Background: an optimization exercise with open tools, aiming at a short achievable clock period and few clock cycles per item. Do not read the settings as production practice.
The flow treats the clock pin as an ideal source. Dropping or thinning the clock tree relies on that and would not hold on a real chip.
No activity file was given, so power comes from the tool's default toggle rates.

## main
==> module mem_responder, before the edit <==
module mem_responder #(
    parameter int ADDR_BITS = 8,
    parameter int LATENCY   = 2
) (
    input  logic        clk,
    input  logic        reset,
    input  logic        req_valid,
    output logic        req_ready,
    input  logic        req_wr,
    input  logic [31:0] req_addr,
    input  logic [31:0] req_wdata,
    input  logic [3:0]  req_be,
    output logic        resp_valid,
    input  logic        resp_ready,
    output logic [31:0] resp_rdata,
    output logic        resp_err
);
    localparam int WORDS  = 64;
    localparam int QDEPTH = 4;      
    localparam int QW     = 2;        
    logic [31:0] mem_q [WORDS];
    logic        ready_q;
    logic        acc;
    assign acc = req_valid && ready_q;
    logic        take_req;
    assign take_req = acc && !reset;
    logic        be_ok;
    always_comb begin
        case (req_be)
            4'b0001, 4'b0010, 4'b0100, 4'b1000,
            4'b0011, 4'b1100, 4'b1111: be_ok = 1'b1;
            default:                   be_ok = 1'b0;
        endcase
    end
    logic        v1;
    logic        wr1;             
    logic        hi1;             
    logic        beok1;           
    logic [31:0] d1;
    logic [3:0]  be1;             
    logic        we1 [WORDS];     
    logic        rsel1 [WORDS];   
    always_ff @(posedge clk) begin
        v1    <= take_req;
        wr1   <= take_req && req_wr;
        hi1   <= (req_addr[31:8] != 24'd0);
        beok1 <= be_ok;
        d1    <= req_wdata;
        be1   <= req_be;
        for (int w = 0; w < WORDS; w++) begin
            we1[w]   <= req_wr && req_addr[7:2] == 6'(w);
            rsel1[w] <= !req_wr && req_addr[7:2] == 6'(w);
        end
    end
    logic        err1;
    logic        wen1;            
    assign err1 = hi1 || !beok1;
    assign wen1 = wr1 && !err1;
    always_ff @(posedge clk) begin
        for (int w = 0; w < WORDS; w++)
            for (int b = 0; b < 4; b++)
                if (wen1 && we1[w] && be1[b]) mem_q[w][8*b +: 8] <= d1[8*b +: 8];
    end
    logic        v2;
    logic        err2;
    logic [31:0] rda2 [4];
    always_ff @(posedge clk) begin
        v2   <= v1 && !reset;
        err2 <= err1;
        for (int g = 0; g < 4; g++) begin
            logic [31:0] acc_g;
            acc_g = 32'd0;
            for (int k = 0; k < 16; k++)
                acc_g = acc_g | (mem_q[16*g+k] & {32{rsel1[16*g+k]}});
            rda2[g] <= acc_g;
        end
    end
    logic [31:0] rd;
    always_comb begin
        rd = 32'd0;
        for (int g = 0; g < 4; g++) rd = rd | rda2[g];
        if (err2) rd = 32'd0;
    end
    logic          ov;
    logic [32:0]   od;
    logic [32:0]   fifo [QDEPTH];
    logic [QW-1:0] wp, rp, rp1;
    logic [QW:0]   qn;            
    logic [QW:0]   cnt;           
    logic        take;
    logic [32:0] inc;
    logic [32:0] head_keep, head_next;
    logic        ov_keep, ov_next;
    logic [QW:0] cnt_d;
    assign take = ov && resp_ready;
    assign inc  = {err2, rd};
    assign rp1  = rp + 1'b1;
    assign ov_keep   = (qn != '0) || v2;
    assign head_keep = (qn != '0) ? fifo[rp] : inc;
    assign ov_next   = (qn > (QW+1)'(1)) || v2;
    assign head_next = (qn > (QW+1)'(1)) ? fifo[rp1] : inc;
    always_comb begin
        cnt_d = cnt;
        if (acc && !take)      cnt_d = cnt + 1'b1;
        else if (!acc && take) cnt_d = cnt - 1'b1;
    end
    always_ff @(posedge clk) begin
        if (v2) fifo[wp] <= inc;
        od <= take ? head_next : head_keep;
    end
    always_ff @(posedge clk) begin
        if (reset) begin
            ov      <= 1'b0;
            wp      <= '0;
            rp      <= '0;
            qn      <= '0;
            cnt     <= '0;
            ready_q <= 1'b1;
        end else begin
            ov <= take ? ov_next : ov_keep;
            if (v2)   wp <= wp + 1'b1;
            if (take) rp <= rp1;
            if (v2 && !take)      qn <= qn + 1'b1;
            else if (take && !v2) qn <= qn - 1'b1;
            cnt     <= cnt_d;
            ready_q <= (cnt_d < (QW+1)'(QDEPTH));
        end
    end
    assign req_ready  = ready_q;
    assign resp_valid = ov;
    assign resp_rdata = od[31:0];
    assign resp_err   = od[32];
endmodule
==> flow/config.mk <==
export PLATFORM = sky130hd
export DESIGN_NAME = mem_responder
export DESIGN_NICKNAME = mem_responder
export VERILOG_FILES = /design/flow/design.v
export SDC_FILE = /design/flow/constraint.sdc
export NUM_CORES = 4
export LEC_CHECK = 0
export CAP_MARGIN = 20
export CORE_MARGIN = 2
export CORE_UTILIZATION = 45
export CTS_CLUSTER_DIAMETER = 100
export CTS_CLUSTER_SIZE = 25
export SETUP_SLACK_MARGIN = 3.2
export SLEW_MARGIN = 20
export TNS_END_PERCENT = 100
==> flow/constraint.sdc <==
create_clock -name core_clock -period 5.0 [get_ports {clk}]
set_input_delay 1.0000 -clock core_clock [delete_from_list [all_inputs] [get_ports {clk}]]
set_output_delay 1.0000 -clock core_clock [all_outputs]
set_load 0.01 [all_outputs]
standard.sh (not shown) runs the stock make flow with config.mk's settings and CLKGATE_MAP_FILE= SYNTH_SCRIPT=/design/flow/synth_recipe.tcl, a recipe that flattens the netlist after the stock synthesis.
==> flow/flow/run.sh <==
#!/bin/bash
# Own flow: the standard layout (standard.sh), with one change after clock
# tree synthesis (flow/post_cts_hook.tcl, flow/post_cts.tcl): the leaf buffers
# that ORFS's CTS made (each driving a cluster of flip-flop clock pins) are
# kept, and the levels above them are rebuilt as 12 inverters, each at the
# centre of a group of nearby leaf buffers, driven by 4 inverters that the
# clock port drives. Every register's clock passes through the same three
# levels. Ports are buffered with buf_6 cells (ORFS's buffer_ports picks
# the smallest buffer otherwise, a slow delay cell on some inputs).
set -euo pipefail
W=$(pwd)
export POST_CTS_TCL="$W/flow/post_cts_hook.tcl"
export BUFFER_PORTS_ARGS="-buffer_cell sky130_fd_sc_hd__buf_6"
bash "$W/standard.sh" > "$W/standard.log" 2>&1
Other scripts of this flow, unchanged in this note and not shown: flow/flow/post_cts.tcl, flow/flow/post_cts_hook.tcl
Inputs modified between main and the feature branch:
diff --git a/flow/design.v b/flow/design.v
--- a/flow/design.v
+++ b/flow/design.v
@@ -26,4 +26,5 @@
     assign take_req = acc && !reset;
     logic        be_ok;
+    logic        err;
     always_comb begin
         case (req_be)
@@ -32,45 +33,39 @@
             default:                   be_ok = 1'b0;
         endcase
+        err = (req_addr[31:8] != 24'd0) || !be_ok;
     end
     logic        v1;
-    logic        wr1;             
-    logic        hi1;             
-    logic        beok1;           
+    logic        err1;
+    logic [7:0]  wen1;            
     logic [31:0] d1;
-    logic [3:0]  be1;             
-    logic        we1 [WORDS];     
+    logic [3:0]  web1 [WORDS];    
     logic        rsel1 [WORDS];   
     always_ff @(posedge clk) begin
-        v1    <= take_req;
-        wr1   <= take_req && req_wr;
-        hi1   <= (req_addr[31:8] != 24'd0);
-        beok1 <= be_ok;
-        d1    <= req_wdata;
-        be1   <= req_be;
+        v1   <= take_req;
+        err1 <= err;
+        for (int g = 0; g < 8; g++)
+            wen1[g] <= take_req && req_wr && !err && req_addr[7:5] == 3'(g);
+        d1   <= req_wdata;
         for (int w = 0; w < WORDS; w++) begin
-            we1[w]   <= req_wr && req_addr[7:2] == 6'(w);
+            web1[w]  <= (req_wr && req_addr[7:2] == 6'(w)) ? req_be : 4'b0000;
             rsel1[w] <= !req_wr && req_addr[7:2] == 6'(w);
         end
     end
-    logic        err1;
-    logic        wen1;            
-    assign err1 = hi1 || !beok1;
-    assign wen1 = wr1 && !err1;
     always_ff @(posedge clk) begin
         for (int w = 0; w < WORDS; w++)
             for (int b = 0; b < 4; b++)
-                if (wen1 && we1[w] && be1[b]) mem_q[w][8*b +: 8] <= d1[8*b +: 8];
+                if (wen1[w/8] && web1[w][b]) mem_q[w][8*b +: 8] <= d1[8*b +: 8];
     end
     logic        v2;
     logic        err2;
-    logic [31:0] rda2 [4];
+    logic [31:0] rda2 [8];
     always_ff @(posedge clk) begin
         v2   <= v1 && !reset;
         err2 <= err1;
-        for (int g = 0; g < 4; g++) begin
+        for (int g = 0; g < 8; g++) begin
             logic [31:0] acc_g;
             acc_g = 32'd0;
-            for (int k = 0; k < 16; k++)
-                acc_g = acc_g | (mem_q[16*g+k] & {32{rsel1[16*g+k]}});
+            for (int k = 0; k < 8; k++)
+                acc_g = acc_g | (mem_q[8*g+k] & {32{rsel1[8*g+k]}});
             rda2[g] <= acc_g;
         end
@@ -79,5 +74,5 @@
     always_comb begin
         rd = 32'd0;
-        for (int g = 0; g < 4; g++) rd = rd | rda2[g];
+        for (int g = 0; g < 8; g++) rd = rd | rda2[g];
         if (err2) rd = 32'd0;
     end
[summary]
The feature branch finished all stages; the layout is clean.
The feature branch against main: wire length increased by about 1.2% relative to the old numbers; post-synthesis to final-layout area growth decreased by 2.8 points relative to the old numbers; utilization decreased by 1.3 points relative to the old numbers; leakage power of the design increased by 2.6% relative to the old numbers.
Changes observed in the feature branch relative to main: logic depth of the worst register-to-register path decreased 2, combinational group share of total power fell by 1.1 points.
In the feature branch the synthesized area turned out 8.7% higher than in main.
Sort main and the feature branch by count of clock tree sinks desc -> top: the feature branch
Smallest hold slack: the feature branch worse than main
The feature branch: final cycle utilization of the critical path 1.8 points below main
Global-route usage delta for the feature branch relative to main: 1.4 points lower
Part of the power in the clock network on the feature branch is up relative to main.
Function was not checked in any run of this note: the RTL went through the layout flow alone.

what the ideal ports hide:
No port has a modelled driver above. Below, the same layouts with a new extraction and two added sets of constraints.
Step 1, drivers: a clkbuf_16 drives clk and a buf_2 each remaining input, both assumed.
Step 2, shift: input delay + t, output delay - t, t = (earliest + latest rising clock arrival at the registers) / 2. This alone moves slack from input paths to output paths.
Slacks: no drivers / after step 1 / after step 2; pairs: no drivers / after step 1.
| run | shift t [ns] | setup WS [ns] | hold WS [ns] | slew at the worst register clock pin (ns) |
|---|---|---|---|---|
| main | 0.719 | 2.961 / 2.783 / 2.741 | 0.453 / 0.390 / 0.453 | 0.10 / 0.10 |
| the feature branch | 0.728 | 3.049 / 2.757 / 2.468 | 0.330 / 0.330 / 0.330 | 0.10 / 0.10 |
After both steps every run listed still meets setup and hold. The setup slack of the feature branch, which loses most, moves by -0.292 ns with the drivers and by -0.581 ns with both steps.
